This is an optimization exercise on Yosys and OpenROAD, whose aim is small area, a short achievable clock period and few clock cycles per item, not a production implementation.
In this exercise RTL edits were held to simulation tests only and were not proved equivalent to the original.

==> inputs of job 869 <==
## obb_top
module obb_top (
    input  logic        clk,
    input  logic        rst,
    input  logic        wb_cyc,
    input  logic        wb_stb,
    input  logic        wb_we,
    input  logic [5:0]  wb_adr,
    input  logic [31:0] wb_dat_i,
    output logic        wb_ack,
    output logic [31:0] wb_dat_o
);
make LEC_CHECK=0 CAP_MARGIN=20 CORE_MARGIN=2 CORE_UTILIZATION=40 SLEW_MARGIN=20 finish   # period 12.0 ns
run.sh (not shown) runs the stock make flow with config.mk's settings and CLKGATE_MAP_FILE= SYNTH_SCRIPT=/design/flow/synth_recipe.tcl, a recipe that flattens the netlist after the stock synthesis.
==> job 3510: changes against job 869 <==
--- a/flow/design.v
+++ b/flow/design.v
@@ -9,29 +9,35 @@
     input  logic [31:0]  wb_dat_i,
     output logic         wb_ack,
     output logic [31:0]  wb_dat_o,
     output logic [479:0] pts,            
     output logic [143:0] axes,           
     output logic [2:0]   set,            
     input  logic [167:0] cache,          
-    input  logic         fin             
+    input  logic         fin,            
+    output logic         bus_pt,         
+    output logic [2:0]   bus_idx,
+    input  logic [59:0]  lane_pt         
 );
     logic        ack;
+    logic        slow;                   
+    logic [4:0]  radr;                   
+    logic [31:0] sdata;
     logic        busy;
     logic        done;
     logic        acc;
     logic        wr;
     logic        start;
     logic [31:0] wd;
     logic [31:0] rdata;
     logic [31:0] rdata_q;
     logic [29:0] pt  [0:15];
     logic [15:0] ax  [0:8];
     logic [27:0] pub [0:5];              
-    assign acc   = wb_cyc && wb_stb && !ack;
+    assign acc   = wb_cyc && wb_stb && !ack && !slow;
     assign wr    = acc && wb_we && !busy;             
     assign start = wr && wb_adr == 6'h19 && wb_dat_i[0];
     assign wd    = rst ? 32'd0 : wb_dat_i;            
     always_ff @(posedge clk) begin
         for (int i = 0; i < 16; i++) begin
             if (rst || (wr && wb_adr == 6'(i))) begin
                 pt[i] <= wd[29:0];
@@ -56,18 +62,20 @@
         for (int a = 0; a < 3; a++) begin
             axes[48*a +: 48] = {ax[3*a+2], ax[3*a+1], ax[3*a]};
         end
     end
     always_ff @(posedge clk) begin
         if (rst) begin
             ack  <= 1'b0;
+            slow <= 1'b0;
             busy <= 1'b0;
             done <= 1'b0;
         end else begin
-            ack <= acc;
+            slow <= acc && !wb_we && wb_adr < 6'h19;
+            ack  <= (acc && !(!wb_we && wb_adr < 6'h19)) || slow;
             if (start) begin
                 busy <= 1'b1;
                 done <= 1'b0;
             end else if (busy && fin) begin
                 busy <= 1'b0;
                 done <= 1'b1;
             end
@@ -77,73 +85,73 @@
         if (busy && fin) begin
             for (int a = 0; a < 3; a++) begin
                 pub[2*a]   <= cache[56*a + 28 +: 28];
                 pub[2*a+1] <= cache[56*a +: 28];
             end
         end
     end
+    always_ff @(posedge clk) begin
+        radr <= wb_adr[4:0];
+    end
+    assign bus_pt  = slow && !radr[4];
+    assign bus_idx = radr[2:0];
+    always_comb begin
+        sdata = '0;
+        if (!radr[4]) begin
+            sdata = {2'b00, radr[3] ? lane_pt[59:30] : lane_pt[29:0]};
+        end else if (radr[3:0] < 4'd9) begin
+            sdata = {{16{ax[radr[3:0]][15]}}, ax[radr[3:0]]};
+        end
+    end
     always_comb begin
         rdata = '0;
-        case (wb_adr[5:4])
-            2'b00: rdata = {2'b00, pt[wb_adr[3:0]]};
-            2'b01: begin
-                if (wb_adr[3:0] < 4'd9) begin
-                    rdata = {{16{ax[wb_adr[3:0]][15]}}, ax[wb_adr[3:0]]};
-                end else if (wb_adr[3:0] == 4'hA) begin
-                    rdata[0] = busy && !fin;
-                    rdata[1] = done || (busy && fin);
-                end
-            end
-            2'b10: begin
-                if (wb_adr[3:0] < 4'd6) begin
-                    rdata = {{4{pub[wb_adr[2:0]][27]}}, pub[wb_adr[2:0]]};
-                end
-            end
-            default: rdata = '0;
-        endcase
+        if (wb_adr == 6'h1A) begin
+            rdata[0] = busy && !fin;
+            rdata[1] = done || (busy && fin);
+        end else if (wb_adr[5:3] == 3'b100 && wb_adr[2:1] != 2'b11) begin
+            rdata = {{4{pub[wb_adr[2:0]][27]}}, pub[wb_adr[2:0]]};
+        end
     end
     always_ff @(posedge clk) begin
-        rdata_q <= rdata;
+        rdata_q <= slow ? sdata : rdata;
     end
     assign wb_ack   = ack;
     assign wb_dat_o = rdata_q;
 endmodule
 `timescale 1ns/1ps
 module obb_execute (
     input  logic         clk,
     input  logic         rst,
     input  logic [479:0] pts,            
     input  logic [143:0] axes,           
     input  logic [2:0]   set,            
     output logic [167:0] cache,          
-    output logic         fin             
+    output logic         fin,            
+    input  logic         bus_pt,         
+    input  logic [2:0]   bus_idx,
+    output logic [59:0]  lane_pt         
 );
-    localparam int NL = 3;                       
+    localparam int NL = 2;                       
     localparam int NC = (16 + NL - 1) / NL;      
     localparam int IW = 3;                       
     logic [2:0]  dirty;
     logic [2:0]  pend;
     logic        rd_act;
     logic [1:0]  rd_ax;
     logic [IW-1:0] rd_idx;
     logic        rd_last;
     logic        abort;
     logic        pick;
     logic [1:0]  pick_ax;
     logic        s1_v, s1_first, s1_last;
     logic [1:0]  s1_ax;
     logic [29:0] s1_pt [0:NL-1];
-    logic        s2_v, s2_first, s2_last;
-    logic [1:0]  s2_ax;
-    logic signed [27:0] s2_p [0:NL-1];
-    logic        s3_last;
-    logic [1:0]  s3_ax;
     logic signed [27:0] wmin, wmax;
     logic [55:0] cache_q [0:2];
-    assign rd_last = rd_act && rd_idx == IW'(NC - 1);
+    assign rd_last = rd_act && rd_idx == IW'(NC - 1) && !bus_pt;
     assign abort   = rd_act && set[rd_ax];           
     assign pend    = dirty | set;
     assign pick    = (!rd_act || rd_last || abort) && pend != 3'b000;
     assign pick_ax = pend[0] ? 2'd0 : pend[1] ? 2'd1 : 2'd2;
     always_ff @(posedge clk) begin
         if (rst) begin
             dirty  <= 3'b111;
@@ -156,118 +164,133 @@
             rd_ax  <= pick_ax;
             rd_idx <= '0;
         end else begin
             dirty <= pend;
             if (rd_last) begin
                 rd_act <= 1'b0;
             end
-            rd_idx <= rd_idx + 1'b1;
+            if (!bus_pt) begin
+                rd_idx <= rd_idx + 1'b1;
+            end
         end
     end
     always_ff @(posedge clk) begin
         if (rst) begin
             s1_v <= 1'b0;
         end else begin
-            s1_v <= rd_act && !abort;
+            s1_v <= rd_act && !abort && !bus_pt;
         end
         s1_first <= rd_idx == '0;
         s1_last  <= rd_last;
         s1_ax    <= rd_ax;
-        for (int j = 0; j < NL; j++) begin
-            s1_pt[j] <= lane_pt[j];
-        end
+        s1_pt[0] <= lane_pt[29:0];
+        s1_pt[1] <= lane_pt[59:30];
     end
-    logic [29:0] lane_pt [0:NL-1];
+    logic [2:0] sel;
+    assign sel = bus_pt ? bus_idx : rd_idx;
     always_comb begin
-        for (int j = 0; j < NL; j++) begin
-            lane_pt[j] = pts[30*15 +: 30];
-            for (int c = 0; c < NC; c++) begin
-                if (rd_idx == IW'(c) && c * NL + j < 16) begin
-                    lane_pt[j] = pts[30 * (c * NL + j) +: 30];
+        for (int j = 0; j < 2; j++) begin
+            lane_pt[30*j +: 30] = '0;
+            for (int c = 0; c < 8; c++) begin
+                if (sel == 3'(c)) begin
+                    lane_pt[30*j +: 30] = pts[30 * (8*j + c) +: 30];
                 end
             end
         end
     end
     logic [47:0] s1_axis;
     assign s1_axis = s1_ax == 2'd0 ? axes[47:0] : s1_ax == 2'd1 ? axes[95:48] : axes[143:96];
+    logic        s2_v, s2_first, s2_last;
+    logic [1:0]  s2_ax;
+    logic [27:0] s2_sa [0:NL-1];
+    logic [27:0] s2_sb [0:NL-1];
     for (genvar j = 0; j < NL; j++) begin : g_lane
         logic [27:0] sa, sb;
         obb_dot i_obb_dot (
             .x  (s1_pt[j][9:0]),
             .y  (s1_pt[j][19:10]),
             .z  (s1_pt[j][29:20]),
             .ax (s1_axis[15:0]),
             .ay (s1_axis[31:16]),
             .az (s1_axis[47:32]),
             .sa (sa),
             .sb (sb)
         );
         always_ff @(posedge clk) begin
-            s2_p[j] <= sa + sb;
+            s2_sa[j] <= sa;
+            s2_sb[j] <= sb;
         end
     end
     always_ff @(posedge clk) begin
         if (rst) begin
             s2_v <= 1'b0;
         end else begin
             s2_v <= s1_v && !(abort && s1_ax == rd_ax);
         end
         s2_first <= s1_first;
         s2_last  <= s1_last;
         s2_ax    <= s1_ax;
     end
-    logic signed [27:0] lo [0:NL-1];
-    logic signed [27:0] hi [0:NL-1];
-    always_comb begin
-        if (s2_p[0] < s2_p[1]) begin
-            lo[1] = s2_p[0];
-            hi[1] = s2_p[1];
+    logic signed [27:0] p0, p1;
+    logic        s3_v, s3_first, s3_last;
+    logic [1:0]  s3_ax;
+    logic signed [27:0] s3_lo, s3_hi;
+    assign p0 = s2_sa[0] + s2_sb[0];
+    assign p1 = s2_sa[1] + s2_sb[1];
+    always_ff @(posedge clk) begin
+        if (rst) begin
+            s3_v <= 1'b0;
         end else begin
-            lo[1] = s2_p[1];
-            hi[1] = s2_p[0];
+            s3_v <= s2_v && !(abort && s2_ax == rd_ax);
         end
-        lo[0] = s2_p[0];
-        hi[0] = s2_p[0];
-        for (int j = 2; j < NL; j++) begin
-            lo[j] = s2_p[j] < lo[j-1] ? s2_p[j] : lo[j-1];
-            hi[j] = s2_p[j] > hi[j-1] ? s2_p[j] : hi[j-1];
+        s3_first <= s2_first;
+        s3_last  <= s2_last;
+        s3_ax    <= s2_ax;
+        if (p0 < p1) begin
+            s3_lo <= p0;
+            s3_hi <= p1;
+        end else begin
+            s3_lo <= p1;
+            s3_hi <= p0;
         end
     end
+    logic        s4_last;
+    logic [1:0]  s4_ax;
     always_ff @(posedge clk) begin
         if (rst) begin
-            s3_last <= 1'b0;
+            s4_last <= 1'b0;
         end else begin
-            s3_last <= s2_v && s2_last && !(abort && s2_ax == rd_ax);
+            s4_last <= s3_v && s3_last && !(abort && s3_ax == rd_ax);
         end
-        s3_ax <= s2_ax;
-        if (s2_v) begin
-            if (s2_first || lo[NL-1] < wmin) begin
-                wmin <= lo[NL-1];
+        s4_ax <= s3_ax;
+        if (s3_v) begin
+            if (s3_first || s3_lo < wmin) begin
+                wmin <= s3_lo;
             end
-            if (s2_first || hi[NL-1] > wmax) begin
-                wmax <= hi[NL-1];
+            if (s3_first || s3_hi > wmax) begin
+                wmax <= s3_hi;
             end
         end
     end
     logic signed [28:0] sum, dif;
     assign sum = wmax + wmin;
     assign dif = wmax - wmin;
     always_ff @(posedge clk) begin
         for (int a = 0; a < 3; a++) begin
-            if (s3_last && s3_ax == 2'(a)) begin
+            if (s4_last && s4_ax == 2'(a)) begin
                 cache_q[a] <= {sum[28:1], dif[28:1]};    
             end
         end
     end
     always_comb begin
         for (int a = 0; a < 3; a++) begin
             cache[56*a +: 56] = cache_q[a];
         end
     end
-    assign fin = dirty == 3'b000 && !rd_act && !s1_v && !s2_v && !s3_last;
+    assign fin = dirty == 3'b000 && !rd_act && !s1_v && !s2_v && !s3_v && !s4_last;
 endmodule
 `timescale 1ns/1ps
 module obb_dot (
     input  logic [9:0]  x,
     input  logic [9:0]  y,
     input  logic [9:0]  z,
     input  logic [15:0] ax,
@@ -1192,33 +1215,42 @@
     output logic [31:0] wb_dat_o
 );
     logic [479:0] pts;
     logic [143:0] axes;
     logic [2:0]   set;
     logic [167:0] cache;
     logic         fin;
+    logic         bus_pt;
+    logic [2:0]   bus_idx;
+    logic [59:0]  lane_pt;
     obb_decode i_obb_decode (
         .clk      (clk),
         .rst      (rst),
         .wb_cyc   (wb_cyc),
         .wb_stb   (wb_stb),
         .wb_we    (wb_we),
         .wb_adr   (wb_adr),
         .wb_dat_i (wb_dat_i),
         .wb_ack   (wb_ack),
         .wb_dat_o (wb_dat_o),
         .pts      (pts),
         .axes     (axes),
         .set      (set),
         .cache    (cache),
-        .fin      (fin)
+        .fin      (fin),
+        .bus_pt   (bus_pt),
+        .bus_idx  (bus_idx),
+        .lane_pt  (lane_pt)
     );
     obb_execute i_obb_execute (
         .clk   (clk),
         .rst   (rst),
         .pts   (pts),
         .axes  (axes),
         .set   (set),
         .cache (cache),
-        .fin   (fin)
+        .fin     (fin),
+        .bus_pt  (bus_pt),
+        .bus_idx (bus_idx),
+        .lane_pt (lane_pt)
     );
 endmodule
==> summary.txt <==
The flow ran to the end and the layout has no timing, DRC or antenna violations. The number of cells in the finished layout apart from fillers came out at 9,336. The worst register-to-register path ends at i_obb_execute.s2_sa[0][9]$_DFF_P_. The critical path depth came out at 16. The pre-antenna-repair detailed-routing pass consisted of 6 iterations. The top-area cell type share of the netlist area is 39.8%. The length of routed met2 wiring came out at 112,000 um. Compared with the post-synthesis result, the final layout area differs by 10.7%. Multi-input combinational cells in the finished layout were counted as 4,486. The clock tree cell share of total cell area is 5.42%.
[end of results for job 3510]
==> summary.txt <==
6,315 cells are multi-input combinational gates. The share of the Yosys chip area taken by registers is 38.0%. The synthesis-to-finish area growth came out at 10.4%.

In this run the critical register-to-register path is captured at i_obb_execute.s2_p[0][27]$_DFF_P_. The first TritonRoute pass finished after 7 iterations. The tightest min-delay check is of the reg -> reg type. The post-detailed-placement cell area is 97,100 um^2. The run finished with no timing, DRC or antenna violations. The biggest fanout along the worst timing path is 21. The number of cells in the finished layout apart from fillers is 12,085. The critical path depth is 26. The clock tree cell share of total cell area is 4.58%. The clock buffers instantiated in the layout total 183. The top-area cell type share of the netlist area came out at 33.0%. The length of routed met2 wiring came out at 155,000 um.
[end of results for job 869]
Testbench counts of job 869, summed over its fixed seeds: cycles 6,144, jobs 128.
Testbench counts of job 3510, summed over its fixed seeds: cycles 7,168, jobs 128.

-- what the ideal ports hide --
How much do the figures lean on ideal ports? The routed layouts below were timed once more, with nothing changed but the port constraints.
Step 1, drivers: a clkbuf_16 drives clk and a buf_2 each remaining input, both assumed.
Step 2 adds t to the input delays and takes it off the output delays; t is the mean of the earliest and latest rising clock arrival at the registers after step 1. Input paths then give back, and output paths get back, about the clock's delay inside the block.
a / b / c = ideal / step 1 / step 2; a / b = the first two.
run	t (ns)	slack for setup (ns)	worst setup path after step 2
job 869	0.920	2.383 / 2.383 / 2.383	register to register
job 3510	0.877	5.584 / 5.584 / 5.584	register to register
After both steps setup and hold are still met in every run listed.
